Source: an optimization exercise on an open RTL-to-GDS flow (aim: small area, a short achievable clock period and few clock cycles per item). Production flows keep margins and buffers that such runs may drop. RTL that was checked went through simulation tests only; none was proved equivalent to the original. Only the layout flow was run in run 2; the RTL was not checked for function there. No activity file was given, so power comes from the tool's default toggle rates.

==> flow/design.v (outline; a module is shown in full before it is edited, if it fits) <==
// module conv3x3_fa: 10 lines
// module conv3x3_ha: 9 lines
// module conv3x3_pp3n: 6 lines
// module conv3x3_pp3p: 6 lines
// module conv3x3_pp2n: 6 lines
// module conv3x3_stream: 2450 lines
module conv3x3_stream
#(
  parameter int DATA_W     = 8,
  parameter int COEF_W     = 8,
  parameter int NORM_SHIFT = 4
) (
  input  logic                  i_clk,
  input  logic                  i_rst,
  input  logic [9*DATA_W-1:0]   i_pixel_data,
  input  logic                  i_pixel_data_valid,
  input  logic                  i_pixel_data_last,
  output logic                  o_pixel_data_ready,
  output logic [DATA_W-1:0]     o_convolved_data,
  output logic                  o_convolved_data_valid,
  output logic                  o_convolved_data_last,
  output logic                  o_convolved_sat,
  input  logic                  i_out_ready,
  input  logic                  i_coef_we,
  input  logic [3:0]            i_coef_addr,
  input  logic [COEF_W-1:0]     i_coef_data,
  input  logic                  i_coef_commit,
  output logic                  o_cfg_pending
);
  // ...
==> flow/run.sh <==
#!/bin/bash
# synth_recipe.tcl (not shown) runs the flow's synth.tcl, then flattens the netlist and writes it again
# the make line also repeats each setting of config.mk as NAME=value (left out here)
make -C /OpenROAD-flow-scripts/flow DESIGN_CONFIG=/design/flow/config.mk WORK_HOME=/design/flow/orfs CLKGATE_MAP_FILE= SYNTH_SCRIPT=/design/flow/synth_recipe.tcl finish
==> flow/config.mk <==
export PLATFORM = sky130hd
export DESIGN_NAME = conv3x3_stream
export DESIGN_NICKNAME = conv3x3_stream
export VERILOG_FILES = /design/flow/design.v
export SDC_FILE = /design/flow/constraint.sdc
export NUM_CORES = 4
export LEC_CHECK = 0
export CAP_MARGIN = 10
export CORE_MARGIN = 2
export CORE_UTILIZATION = 65
export CTS_CLUSTER_DIAMETER = 90
export CTS_CLUSTER_SIZE = 26
export SETUP_SLACK_MARGIN = 2.5
export SLEW_MARGIN = 10
export SYNTH_HIERARCHICAL = 1
==> flow/constraint.sdc <==
create_clock -name core_clock -period 5.0 [get_ports {i_clk}]
set_input_delay 1.0000 -clock core_clock [delete_from_list [all_inputs] [get_ports {i_clk}]]
set_output_delay 1.0000 -clock core_clock [all_outputs]
set_load 0.01 [all_outputs]
==> results.py, run 1 <==
metrics = {
    "global_route": {
        "grt_pass1_vias": 18400,
        "grt_antenna_before_repair": 12,
        "groute.usage.overall_pct": 34.8,
    },
    "finish": {
        "regMostFlops": "st1_q",
        "final.clkbuf_count": 35,
        "area_share_clock_buf_inv_pct": 2.42,
        "seqCellArea_um2": 11300,
        "seq_area_share_pct": 35.7,
    },
    "power_and_ir_drop": {
        "cell_internal_pwr_mw": 10.2,
        "p_clk_share_pct": 14.1,
        "power_clock_mw": 2.34,
        "seq_power_share_pct": 36.6,
    },
    "sta": {
        "setup_violations": 0,
        "max_slew.worst_pin.slew_ps": 1140,
        "hold_violations_final": 0,
        "fin_crit_sh_pct": 50.6,
        "fmaxAchievable_mhz": 395,
    },
    "setup_path": {
        "master_of_the_slowest_instance_on_the_critical_path": "sky130_fd_sc_hd__fa_2",
        "worst_setup_path_end_kind": "flip-flop",
        "rrSetupSlack_ps": 2470,
        "r2r_end": "st2_q[29]",
        "critical_path_start_end_classification": "reg -> reg",
        "worstSetupPathDepth": 4,
    },
    "synthesis": {
        "synth_top_cells_by_count": "sky130_fd_sc_hd__fa_1, sky130_fd_sc_hd__nand2_1, sky130_fd_sc_hd__dfxtp_1",
        "post_synth.cell_area_avg_um2": 12.7,
        "synthAdderAreaFrac_pct": 40.7,
    },
    "status": {
        "run_status": "no timing/DRC/antenna violations",
    },
    "hold_path": {
        "hold_path_depth": 0,
        "worstHoldPathType": "reg -> reg",
        "worstHoldEndpoint": "st4_q[0]",
    },
    "drt": {
        "routed.top_layer": "met5",
        "ant_nets": 0,
        "dr.pass1.iters": 5,
    },
    "place": {
        "io_buffer_count": 103,
        "placedCellCount": 2681,
    },
    "cts": {
        "ctsLongestPathBuffers": 3,
        "tritoncts": "built",
    },
}
Testbench counts, summed over its fixed seeds: cycles 4,136, items 4,096.
==> inputs of run 2 (changes only) <==
--- a/flow/design.v
+++ b/flow/design.v
@@ -64,28 +64,27 @@
   output logic                  o_convolved_sat,
   input  logic                  i_out_ready,
   input  logic                  i_coef_we,
   input  logic [3:0]            i_coef_addr,
   input  logic [COEF_W-1:0]     i_coef_data,
   input  logic                  i_coef_commit,
   output logic                  o_cfg_pending
 );
-  localparam int CAP = 6;    
-  localparam int NQ  = 5;    
+  localparam int CAP = 5;    
+  localparam int NQ  = 4;    
   localparam int CW  = 3;    
-  localparam int PW  = 3;    
+  localparam int PW  = 2;    
   logic        acc;
   logic [71:0] kq;
-  logic [3:0] vq;    
-  logic [3:0] lq;    
+  logic [2:0] vq;    
+  logic [2:0] lq;    
   logic [175:0] st1_q;
   logic [49:0] st2_q;
   logic [30:0] st3_q;
-  logic [12:0] st4_q;
   logic pp1;
   logic pp2;
   logic pp3;
   logic pp4;
   logic pp5;
   logic pp6;
   logic pp7;
   logic pp8;
@@ -1213,20 +1212,53 @@
   logic s1683, c1684;
   logic s1685, c1686;
   logic s1687, c1688;
   logic s1689, c1690;
   logic s1691, c1692;
   logic s1693, c1694;
   logic s1695, c1696;
   logic [19:0] row0, row1, sum_w;
-  logic [12:0] lo_w;
-  logic [7:0] hi0_w, hi1_w;
   logic cs_c, cs_neg0, cs_big0, cs_neg1, cs_big1;
   logic [7:0] cs_lo;
+  logic [19:0] pp_p, pp_g;
+  logic pfl_g0_1, pfl_p0_1;
+  logic pfl_g0_3, pfl_p0_3;
+  logic pfl_g0_5, pfl_p0_5;
+  logic pfl_g0_7, pfl_p0_7;
+  logic pfl_g0_9, pfl_p0_9;
+  logic pfl_g0_11, pfl_p0_11;
+  logic pfl_g1_2, pfl_p1_2;
+  logic pfl_g1_3, pfl_p1_3;
+  logic pfl_g1_6, pfl_p1_6;
+  logic pfl_g1_7, pfl_p1_7;
+  logic pfl_g1_10, pfl_p1_10;
+  logic pfl_g1_11, pfl_p1_11;
+  logic pfl_g2_4, pfl_p2_4;
+  logic pfl_g2_5, pfl_p2_5;
+  logic pfl_g2_6, pfl_p2_6;
+  logic pfl_g2_7, pfl_p2_7;
+  logic pfl_g3_8, pfl_p3_8;
+  logic pfl_g3_9, pfl_p3_9;
+  logic pfl_g3_10, pfl_p3_10;
+  logic pfl_g3_11, pfl_p3_11;
+  logic pfh_g0_1, pfh_p0_1;
+  logic pfh_g0_3, pfh_p0_3;
+  logic pfh_g0_5, pfh_p0_5;
+  logic pfh_g0_7, pfh_p0_7;
+  logic pfh_g1_2, pfh_p1_2;
+  logic pfh_g1_3, pfh_p1_3;
+  logic pfh_g1_6, pfh_p1_6;
+  logic pfh_g1_7, pfh_p1_7;
+  logic pfh_g2_4, pfh_p2_4;
+  logic pfh_g2_5, pfh_p2_5;
+  logic pfh_g2_6, pfh_p2_6;
+  logic pfh_g2_7, pfh_p2_7;
+  logic [7:0] hi0_w;
+  logic [7:0] hi1_w;
   logic [19:0] sum_n;
   localparam logic [71:0] DEF_KERNEL =
     {8'd1, 8'd2, 8'd1, 8'd2, 8'd4, 8'd2, 8'd1, 8'd2, 8'd1};
   logic [8:0][7:0] shadow_q;
   logic [8:0][7:0] shadow_d;
   logic [8:0][7:0] coef_q;
   logic            in_frame_q;
   logic            pending_q;
@@ -1256,22 +1288,21 @@
     end
   end
   assign kq            = coef_q;
   assign o_cfg_pending = pending_q;
   always_ff @(posedge i_clk) begin
     st1_q <= {c1216, c1382, s1215, s1381, c1380, c1378, s1213, s1211, s1379, s1377, c1376, c1374, c1372, c1370, s1375, s1373, s1371, s1369, c1368, c1366, c1364, c1362, c1360, s1197, s1367, s1365, s1363, s1361, s1359, c1358, c1356, c1354, c1352, c1350, c1348, c1346, s1357, s1355, s1353, s1351, s1349, s1347, s1345, c1344, c1342, c1340, c1338, c1336, c1334, c1332, c1330, s1343, s1341, s1339, s1337, s1335, s1333, s1331, s1329, c1328, c1326, c1324, c1322, c1320, c1318, c1316, c1314, c1312, s1143, s1327, s1325, s1323, s1321, s1319, s1317, s1315, s1313, s1311, c1310, c1308, c1306, c1304, c1302, c1300, c1298, c1296, c1294, c1292, s1309, s1307, s1305, s1303, s1301, s1299, s1297, s1295, s1293, s1291, c1290, c1288, c1286, c1284, c1282, c1280, c1278, c1276, c1274, s1087, s1289, s1287, s1285, s1283, s1281, s1279, s1277, s1275, s1273, c1272, c1270, c1268, c1266, c1264, c1262, c1260, c1258, s1271, s1269, s1267, s1265, s1263, s1261, s1259, s1257, c1256, c1254, c1252, c1250, c1248, c1246, c1244, s1255, s1253, s1251, s1249, s1247, s1245, s1243, c1242, c1240, c1238, c1236, c1234, s1009, s1241, s1239, s1237, s1235, s1233, c1232, c1230, c1228, c1226, s1231, s1229, s1227, s1225, c1224, c1222, c1220, s1223, s1221, s1219, c1218, s967, s1217, s961};
     st2_q <= {c1648, s1647, s1613, c1612, c1646, s1645, c1644, st1_q[169], s1561, s1643, c1642, s1607, s1641, c1640, c1638, s1639, s1637, c1636, s1599, s1597, s1635, c1634, c1632, s1541, s1633, s1631, c1630, c1628, st1_q[107], s1629, s1627, c1626, s1583, s1581, s1625, c1624, c1622, s1623, s1621, c1620, s1619, c1618, s1403, s1617, c1616, s1615, s1565, s1495, s1383, st1_q[0]};
     st3_q <= {c1696, st2_q[49], c1694, s1695, c1692, s1693, s1691, s1667, s1683, c1682, c1690, s1681, c1688, s1689, c1686, s1687, s1685, st2_q[26], s1675, c1674, st2_q[17], s1673, s1651, c1672, s1671, s1649, st2_q[4], st2_q[3], st2_q[2], st2_q[1], st2_q[0]};
-    st4_q <= {~hi1_w[7], (hi1_w[7] & ~(&hi1_w[6:0])), ~hi0_w[7], (hi0_w[7] & ~(&hi0_w[6:0])), lo_w[12:4]};
   end
   always_ff @(posedge i_clk) begin
     if (i_rst) vq <= '0;
-    else       vq <= {vq[2:0], acc};
-    lq <= {lq[2:0], i_pixel_data_last};
+    else       vq <= {vq[1:0], acc};
+    lq <= {lq[1:0], i_pixel_data_last};
   end
   assign pp1 = ~(i_pixel_data[0] & kq[0]);
   assign pp2 = ~(i_pixel_data[1] & kq[0]);
   assign pp3 = ~(i_pixel_data[2] & kq[0]);
   assign pp4 = ~(i_pixel_data[3] & kq[0]);
   assign pp5 = ~(i_pixel_data[4] & kq[0]);
   assign pp6 = ~(i_pixel_data[5] & kq[0]);
   assign pp7 = ~(i_pixel_data[6] & kq[0]);
@@ -2412,32 +2443,102 @@
   conv3x3_ha u_ha0 (.a(c1676), .b(s1677), .s(s1685), .co(c1686));
   conv3x3_fa u_fa543 (.a(c1678), .b(s1679), .c(st2_q[31]), .s(s1687), .co(c1688));
   conv3x3_fa u_fa544 (.a(c1680), .b(c1660), .c(s1661), .s(s1689), .co(c1690));
   conv3x3_ha u_ha1 (.a(c1684), .b(c1666), .s(s1691), .co(c1692));
   conv3x3_ha u_ha2 (.a(c1668), .b(s1669), .s(s1693), .co(c1694));
   conv3x3_ha u_ha3 (.a(c1670), .b(st2_q[48]), .s(s1695), .co(c1696));
   assign row0 = {1'b1, st3_q[29], st3_q[27], st3_q[25], st3_q[23], st3_q[21], st3_q[19], st3_q[17], st3_q[15], st3_q[13], st3_q[11], st3_q[9], st3_q[7], st3_q[6], st3_q[5], st3_q[4], st3_q[3], st3_q[2], st3_q[1], st3_q[0]};
   assign row1 = {1'b0, st3_q[30], st3_q[28], st3_q[26], st3_q[24], st3_q[22], st3_q[20], st3_q[18], st3_q[16], st3_q[14], st3_q[12], st3_q[10], st3_q[8], 1'b0, 1'b0, 1'b0, 1'b0, 1'b0, 1'b0, 1'b0};
-  assign lo_w  = {1'b0, row0[11:0]} + {1'b0, row1[11:0]};
-  assign hi0_w = row0[19:12] + row1[19:12];
-  assign hi1_w = row0[19:12] + row1[19:12] + 8'd1;
-  assign {cs_neg1, cs_big1, cs_neg0, cs_big0, cs_c, cs_lo} = st4_q;
+  assign pp_p = row0 ^ row1;
+  assign pp_g = row0 & row1;
+  assign pfl_g0_1 = pp_g[1] | (pp_p[1] & pp_g[0]);
+  assign pfl_p0_1 = pp_p[1] & pp_p[0];
+  assign pfl_g0_3 = pp_g[3] | (pp_p[3] & pp_g[2]);
+  assign pfl_p0_3 = pp_p[3] & pp_p[2];
+  assign pfl_g0_5 = pp_g[5] | (pp_p[5] & pp_g[4]);
+  assign pfl_p0_5 = pp_p[5] & pp_p[4];
+  assign pfl_g0_7 = pp_g[7] | (pp_p[7] & pp_g[6]);
+  assign pfl_p0_7 = pp_p[7] & pp_p[6];
+  assign pfl_g0_9 = pp_g[9] | (pp_p[9] & pp_g[8]);
+  assign pfl_p0_9 = pp_p[9] & pp_p[8];
+  assign pfl_g0_11 = pp_g[11] | (pp_p[11] & pp_g[10]);
+  assign pfl_p0_11 = pp_p[11] & pp_p[10];
+  assign pfl_g1_2 = pp_g[2] | (pp_p[2] & pfl_g0_1);
+  assign pfl_p1_2 = pp_p[2] & pfl_p0_1;
+  assign pfl_g1_3 = pfl_g0_3 | (pfl_p0_3 & pfl_g0_1);
+  assign pfl_p1_3 = pfl_p0_3 & pfl_p0_1;
+  assign pfl_g1_6 = pp_g[6] | (pp_p[6] & pfl_g0_5);
+  assign pfl_p1_6 = pp_p[6] & pfl_p0_5;
+  assign pfl_g1_7 = pfl_g0_7 | (pfl_p0_7 & pfl_g0_5);
+  assign pfl_p1_7 = pfl_p0_7 & pfl_p0_5;
+  assign pfl_g1_10 = pp_g[10] | (pp_p[10] & pfl_g0_9);
+  assign pfl_p1_10 = pp_p[10] & pfl_p0_9;
+  assign pfl_g1_11 = pfl_g0_11 | (pfl_p0_11 & pfl_g0_9);
+  assign pfl_p1_11 = pfl_p0_11 & pfl_p0_9;
+  assign pfl_g2_4 = pp_g[4] | (pp_p[4] & pfl_g1_3);
+  assign pfl_p2_4 = pp_p[4] & pfl_p1_3;
+  assign pfl_g2_5 = pfl_g0_5 | (pfl_p0_5 & pfl_g1_3);
+  assign pfl_p2_5 = pfl_p0_5 & pfl_p1_3;
+  assign pfl_g2_6 = pfl_g1_6 | (pfl_p1_6 & pfl_g1_3);
+  assign pfl_p2_6 = pfl_p1_6 & pfl_p1_3;
+  assign pfl_g2_7 = pfl_g1_7 | (pfl_p1_7 & pfl_g1_3);
+  assign pfl_p2_7 = pfl_p1_7 & pfl_p1_3;
+  assign pfl_g3_8 = pp_g[8] | (pp_p[8] & pfl_g2_7);
+  assign pfl_p3_8 = pp_p[8] & pfl_p2_7;
+  assign pfl_g3_9 = pfl_g0_9 | (pfl_p0_9 & pfl_g2_7);
+  assign pfl_p3_9 = pfl_p0_9 & pfl_p2_7;
+  assign pfl_g3_10 = pfl_g1_10 | (pfl_p1_10 & pfl_g2_7);
+  assign pfl_p3_10 = pfl_p1_10 & pfl_p2_7;
+  assign pfl_g3_11 = pfl_g1_11 | (pfl_p1_11 & pfl_g2_7);
+  assign pfl_p3_11 = pfl_p1_11 & pfl_p2_7;
+  assign cs_lo = {(pp_p[11] ^ pfl_g3_10), (pp_p[10] ^ pfl_g3_9), (pp_p[9] ^ pfl_g3_8), (pp_p[8] ^ pfl_g2_7), (pp_p[7] ^ pfl_g2_6), (pp_p[6] ^ pfl_g2_5), (pp_p[5] ^ pfl_g2_4), (pp_p[4] ^ pfl_g1_3)};
+  assign cs_c = pfl_g3_11;
+  assign pfh_g0_1 = pp_g[13] | (pp_p[13] & pp_g[12]);
+  assign pfh_p0_1 = pp_p[13] & pp_p[12];
+  assign pfh_g0_3 = pp_g[15] | (pp_p[15] & pp_g[14]);
+  assign pfh_p0_3 = pp_p[15] & pp_p[14];
+  assign pfh_g0_5 = pp_g[17] | (pp_p[17] & pp_g[16]);
+  assign pfh_p0_5 = pp_p[17] & pp_p[16];
+  assign pfh_g0_7 = pp_g[19] | (pp_p[19] & pp_g[18]);
+  assign pfh_p0_7 = pp_p[19] & pp_p[18];
+  assign pfh_g1_2 = pp_g[14] | (pp_p[14] & pfh_g0_1);
+  assign pfh_p1_2 = pp_p[14] & pfh_p0_1;
+  assign pfh_g1_3 = pfh_g0_3 | (pfh_p0_3 & pfh_g0_1);
+  assign pfh_p1_3 = pfh_p0_3 & pfh_p0_1;
+  assign pfh_g1_6 = pp_g[18] | (pp_p[18] & pfh_g0_5);
+  assign pfh_p1_6 = pp_p[18] & pfh_p0_5;
+  assign pfh_g1_7 = pfh_g0_7 | (pfh_p0_7 & pfh_g0_5);
+  assign pfh_p1_7 = pfh_p0_7 & pfh_p0_5;
+  assign pfh_g2_4 = pp_g[16] | (pp_p[16] & pfh_g1_3);
+  assign pfh_p2_4 = pp_p[16] & pfh_p1_3;
+  assign pfh_g2_5 = pfh_g0_5 | (pfh_p0_5 & pfh_g1_3);
+  assign pfh_p2_5 = pfh_p0_5 & pfh_p1_3;
+  assign pfh_g2_6 = pfh_g1_6 | (pfh_p1_6 & pfh_g1_3);
+  assign pfh_p2_6 = pfh_p1_6 & pfh_p1_3;
+  assign pfh_g2_7 = pfh_g1_7 | (pfh_p1_7 & pfh_g1_3);
+  assign pfh_p2_7 = pfh_p1_7 & pfh_p1_3;
+  assign hi0_w = {(pp_p[19] ^ pfh_g2_6), (pp_p[18] ^ pfh_g2_5), (pp_p[17] ^ pfh_g2_4), (pp_p[16] ^ pfh_g1_3), (pp_p[15] ^ pfh_g1_2), (pp_p[14] ^ pfh_g0_1), (pp_p[13] ^ pp_g[12]), (pp_p[12] ^ 1'b0)};
+  assign cs_neg0 = ~hi0_w[7];
+  assign cs_big0 = hi0_w[7] & ~(&hi0_w[6:0]);
+  assign hi1_w = {(pp_p[19] ^ (pfh_g2_6 | pfh_p2_6)), (pp_p[18] ^ (pfh_g2_5 | pfh_p2_5)), (pp_p[17] ^ (pfh_g2_4 | pfh_p2_4)), (pp_p[16] ^ (pfh_g1_3 | pfh_p1_3)), (pp_p[15] ^ (pfh_g1_2 | pfh_p1_2)), (pp_p[14] ^ (pfh_g0_1 | pfh_p0_1)), (pp_p[13] ^ (pp_g[12] | pp_p[12])), (pp_p[12] ^ 1'b1)};
+  assign cs_neg1 = ~hi1_w[7];
+  assign cs_big1 = hi1_w[7] & ~(&hi1_w[6:0]);
   assign sum_n = ~sum_w;
   logic [7:0] res_data;
   logic       res_sat;
   logic       res_neg, res_big;
   logic       res_v;
   logic [9:0] res_d;
   assign res_neg  = cs_c ? cs_neg1 : cs_neg0;
   assign res_big  = cs_c ? cs_big1 : cs_big0;
   assign res_sat  = res_neg | res_big;
   assign res_data = (~cs_lo | {8{res_big}}) & ~{8{res_neg}};
-  assign res_v    = vq[3];
-  assign res_d    = {res_data, lq[3], res_sat};
+  assign res_v    = vq[2];
+  assign res_d    = {res_data, lq[2], res_sat};
   logic [NQ-1:0][9:0] mem_q;
   logic [NQ-1:0]      wp_q, rp_q;
   logic               fne_q;       
   logic [PW:0]        fcnt_q;
   logic [CW-1:0]      cnt_q, cnt_d;
   logic               rdy_q;
   logic               out_v_q;
   logic [9:0]         out_d_q;
==> flow/config.mk (replaced) <==
export PLATFORM = sky130hd
export DESIGN_NAME = conv3x3_stream
export DESIGN_NICKNAME = conv3x3_stream
export VERILOG_FILES = /design/flow/design.v
export SDC_FILE = /design/flow/constraint.sdc
export NUM_CORES = 4
export LEC_CHECK = 0
export CAP_MARGIN = 20
export CORE_MARGIN = 2
export CORE_UTILIZATION = 65
export CTS_CLUSTER_DIAMETER = 90
export CTS_CLUSTER_SIZE = 26
export SETUP_SLACK_MARGIN = 2.5
export SLEW_MARGIN = 20
export SYNTH_HIERARCHICAL = 1
==> results.py, run 2 <==
metrics = {
    "synthesis": {
        "yosys_register_bits": 467,
        "synth_largest_type_area_fraction_pct": 40.2,
        "synthAdderAreaFrac_pct": 41.6,
        "netlist_top_cells_area": "sky130_fd_sc_hd__fa_1, sky130_fd_sc_hd__dfxtp_1, sky130_fd_sc_hd__edfxtp_1",
        "synth_top_cells_by_count": "sky130_fd_sc_hd__fa_1, sky130_fd_sc_hd__nand2_1, sky130_fd_sc_hd__dfxtp_1",
        "synth_most_common_cell": "sky130_fd_sc_hd__fa_1",
        "synth.net_count": 2864,
        "synth_xor_area_share_pct": 0.352,
        "share_of_synthesized_cell_area_in_and_or_nand_and_nor_gates_pct": 11.4,
        "dominantRegCellSynth": "sky130_fd_sc_hd__dfxtp_1",
        "synth.cell_area_um2": 27400,
        "post_synth.cell_area_avg_um2": 12.5,
        "main_combinational_cell_family_by_area_after_synthesis": "adder cells",
        "synth-edff-count": 122,
        "yosys.cell_types.count": 50,
        "synthCells": 2193,
        "synth.area.mux_share_pct": 2.19,
        "ys.warnings.count": 7,
        "synth_sequential_area_ratio_pct": 38.6,
        "synth_top_cell_by_area": "sky130_fd_sc_hd__fa_1",
        "async_reset_ff_share_pct": 0,
        "synth_compound_area_share_pct": 2.66,
    },
    "cts": {
        "cts_hold_buffers": 0,
        "ctsLongestPathBuffers": 3,
        "clkTransAtPathRegs_ps": 100,
        "clk_sinks": 467,
        "clk_latency_ps": 580,
        "h-tree-depth": 1,
        "tritoncts": "built",
        "clockRootBuffer": "sky130_fd_sc_hd__clkbuf_16",
        "cts_inserted_buffers": 23,
    },
    "global_route": {
        "grt_overflow_total": 0,
        "grt_pass1_vias": 18300,
        "first_pass_grt_wire_length_um": 110000,
        "grt_antenna_before_repair": 2,
        "grt_max_degree": 73,
        "groute.usage.overall_pct": 35.0,
    },
    "sta": {
        "hold_violations_final": 0,
        "setup_violations": 0,
        "final.setup.worst_slack_ps": 2220,
        "timing.slew.headroom_pct": 42.4,
        "fmaxAchievable_mhz": 360,
        "fin_setup_tns_ps": 0,
        "finalMaxSlewViolations": 0,
        "grt_setup_unrepaired": "true",
        "skew_ps": 27.3,
        "finalWorstPathRequiredPeriod_ps": 2780,
        "fin_crit_sh_pct": 55.6,
        "max_slew.worst_pin.slew_ps": 864,
    },
    "power_and_ir_drop": {
        "p_leak_nw": 11.4,
        "ir_worst_vdd_v": 0.000484,
        "cellPowerDensity_nw_per_um2": 566,
        "total_power_mw": 18.1,
    },
    "finish": {
        "nets": 2909,
        "finish.cell_count_without_fillers": 2795,
        "regMostFlops": "st1_q",
        "multi_input_comb_area_um2": 17800,
        "post_route_cells_drive_above_1_share_pct": 33.9,
        "final_cell_mix": "sky130_fd_sc_hd__nand2_1, sky130_fd_sc_hd__fa_2, sky130_fd_sc_hd__dfxtp_1",
        "filler_cell_count": 2606,
        "synthToLayoutAreaGrowth_pct": 16.9,
        "seqCellArea_um2": 10600,
        "largest_registers_in_the_final_layout": "st1_q x175, coef_q x72, shadow_q x72",
        "number_of_flip_flops_under_the_largest_register_name": 175,
        "most_common_cell_after_layout_fill_and_taps_aside": "sky130_fd_sc_hd__nand2_1",
    },
    "setup_path": {
        "critical_path_start_end_classification": "reg -> reg",
        "worst_r2r_path_depth": 13,
        "type_of_origin_of_the_critical_path": "flip-flop",
        "crit_start": "st3_q[18]",
        "worstPathMaxFanout": 6,
        "worst_setup_path_end_kind": "flip-flop",
        "worst_setup_endpoint": "out_d_q[3]",
        "r2r_end": "out_d_q[3]",
        "r2r-start": "st3_q[18]",
        "worst-endpoint-required_ps": 5300,
        "rrSetupSlack_ps": 2220,
        "timing.critical_path.arrival_ps": 3080,
    },
    "drt": {
        "vias": 16400,
        "drc": 0,
        "post_route_wl_um": 73600,
        "wl_met2_um": 36300,
        "dr.pass1.iters": 6,
        "dr_wl_cell_um": 26.3,
        "drt_first_iter_violations": 1306,
        "met1Wirelength_um": 28200,
        "routed-wl-met3_um": 6880,
        "vias_per_cell": 5.86,
        "ant_nets": 0,
        "routed.top_layer": "met4",
    },
    "run": {
        "total_of_max_cap_violations": 0,
    },
    "place": {
        "finalWeightedCongestion": 0.937,
        "place_worst_setup_slack_ps": 1230,
        "placedCellCount": 2672,
        "dp.final_hpwl_um": 60100,
        "io_buffer_count": 103,
    },
    "die": {
        "die_height_um": 209,
        "floorplan.rows": 75,
        "initial_core_util_pct": 65.5,
        "core_region_area_um2": 41800,
        "fp.dieW_um": 209,
        "pin_count": 104,
        "fp.dieArea_um2": 43800,
    },
    "status": {
        "run_status": "no timing/DRC/antenna violations",
    },
    "hold_path": {
        "worstHoldPathType": "reg -> reg",
    },
}
[run 2: cell types whose count changed after synthesis, moves of 4 or more]
cell                       previous run  this run
sky130_fd_sc_hd__edfxtp_1           132       122
sky130_fd_sc_hd__a211oi_1             2        13
sky130_fd_sc_hd__a22oi_1             10        18
sky130_fd_sc_hd__dfxtp_1            363       345
sky130_fd_sc_hd__nand2_1            529       525
sky130_fd_sc_hd__a222oi_1            10         1
sky130_fd_sc_hd__and3_1               1        13
sky130_fd_sc_hd__a21oi_1             26        34
[run 2: per-stage QoR]
stage                     utilization [%]  hold slack (ps)  area [um2]
after floorplan                         -              310       30100
after global placement               72.1              313       30100
after detailed placement             72.1              315       30100
after CTS                            75.5              339       31500
after global routing                 76.6              341       32000
final                                76.6              337       32000
[run 2: area by class of cell]
type | count | area share [%]
Antenna cell | 2 | 0.0156
Clock buffer | 36 | 2.01
Clock inverter | 5 | 0.199
Inverter | 57 | 0.669
Multi-Input combinational cell | 1501 | 55.6
Sequential cell | 467 | 33.1
Tap cell | 539 | 2.11
Timing Repair Buffer | 188 | 6.22
[run 2: what timing repair did]
action | CTS | global route
resized for setup | 384 | 93
cloned | 2 | 0
endpoints found under the setup margin | 363 | 156
pin swaps | 33 | 40
buffers inserted | 53 | 25
[run 2: per-module statistics from Yosys, one instance, submodules excluded]
module | cells inside | cell area (um2)
conv3x3_fa | 1 | 20.0
conv3x3_ha | 1 | 12.5
conv3x3_stream | 1644 | 16400
[run 2: worst min-delay path by stage]
stage               startpoint         to  slack, ps  cells past startpoint
floorplan                lq[0]      lq[1]        310                      0
global placement     st2_q[49]  st3_q[29]        310                      0
detailed placement  st1_q[107]  st2_q[21]        320                      0
CTS                 st1_q[107]  st2_q[21]        340                      0
global route         st2_q[49]  st3_q[29]        340                      0
finish               st2_q[49]  st3_q[29]        340                      0
[run 2: where the power goes]
group	internal (mW)	switching (mW)	leakage, nW
Sequential	5.26	0.619	4.07
Clock	0.925	1.27	0.339
Combinational	4.68	5.36	6.96
[run 2: layer usage]
layer	track usage, %	up-vias
met5	0	-
met4	10.6	0
met3	10.9	154
met2	58.4	673
met1	44.4	8644
li1	-	6906
[run 2: worst max-delay path, cell delays in order, from the launching register on]
cell and delay, ps:
sky130_fd_sc_hd__dfxtp_2 360, sky130_fd_sc_hd__ha_4 140, sky130_fd_sc_hd__fa_2 250, sky130_fd_sc_hd__buf_6 110, sky130_fd_sc_hd__inv_1 40, sky130_fd_sc_hd__fa_2 330
sky130_fd_sc_hd__xor2_1 160, sky130_fd_sc_hd__a211oi_2 280, sky130_fd_sc_hd__buf_4 170, sky130_fd_sc_hd__o311ai_4 120, sky130_fd_sc_hd__buf_6 160, sky130_fd_sc_hd__buf_12 140
sky130_fd_sc_hd__a21oi_4 160, sky130_fd_sc_hd__a211oi_2 90
[run 2: cell families after synthesis]
logic type | after synthesis
AND/OR/NAND/NOR | 746
adder cells (fa/ha/maj) | 580
XOR/XNOR | 11
flip-flops | 467
buffers and inverters | 225
multiplexers | 60
AO/OA/AOI/OAI | 104

-- port drivers added, routing unchanged --
The flow's constraints put no driver on any port. The routed layouts listed below were extracted and timed again, unchanged, in two steps.
Step 1: set_driving_cell puts a clkbuf_16 on i_clk and a buf_2 on each other input, an assumption about the parent block.
Step 2, shift: input delay + t, output delay - t, t = (earliest + latest rising clock arrival at the registers) / 2. This alone moves slack from input paths to output paths.
Three values: ideal, step 1, step 2; two values: the first two.
run	t (ns)	slack for setup (ns)	latest minus earliest clock arrival (ns)	worst data-port slew with drivers (ns)
run 1	0.639	2.471 / 2.471 / 1.868	0.028 / 0.028	0.10
run 2	0.625	2.222 / 2.222 / 1.892	0.027 / 0.027	0.07
After both steps setup and hold are still met in every run listed. The setup slack of run 1, which loses most, moves by 0.000 ns with the drivers and by -0.603 ns with both steps.
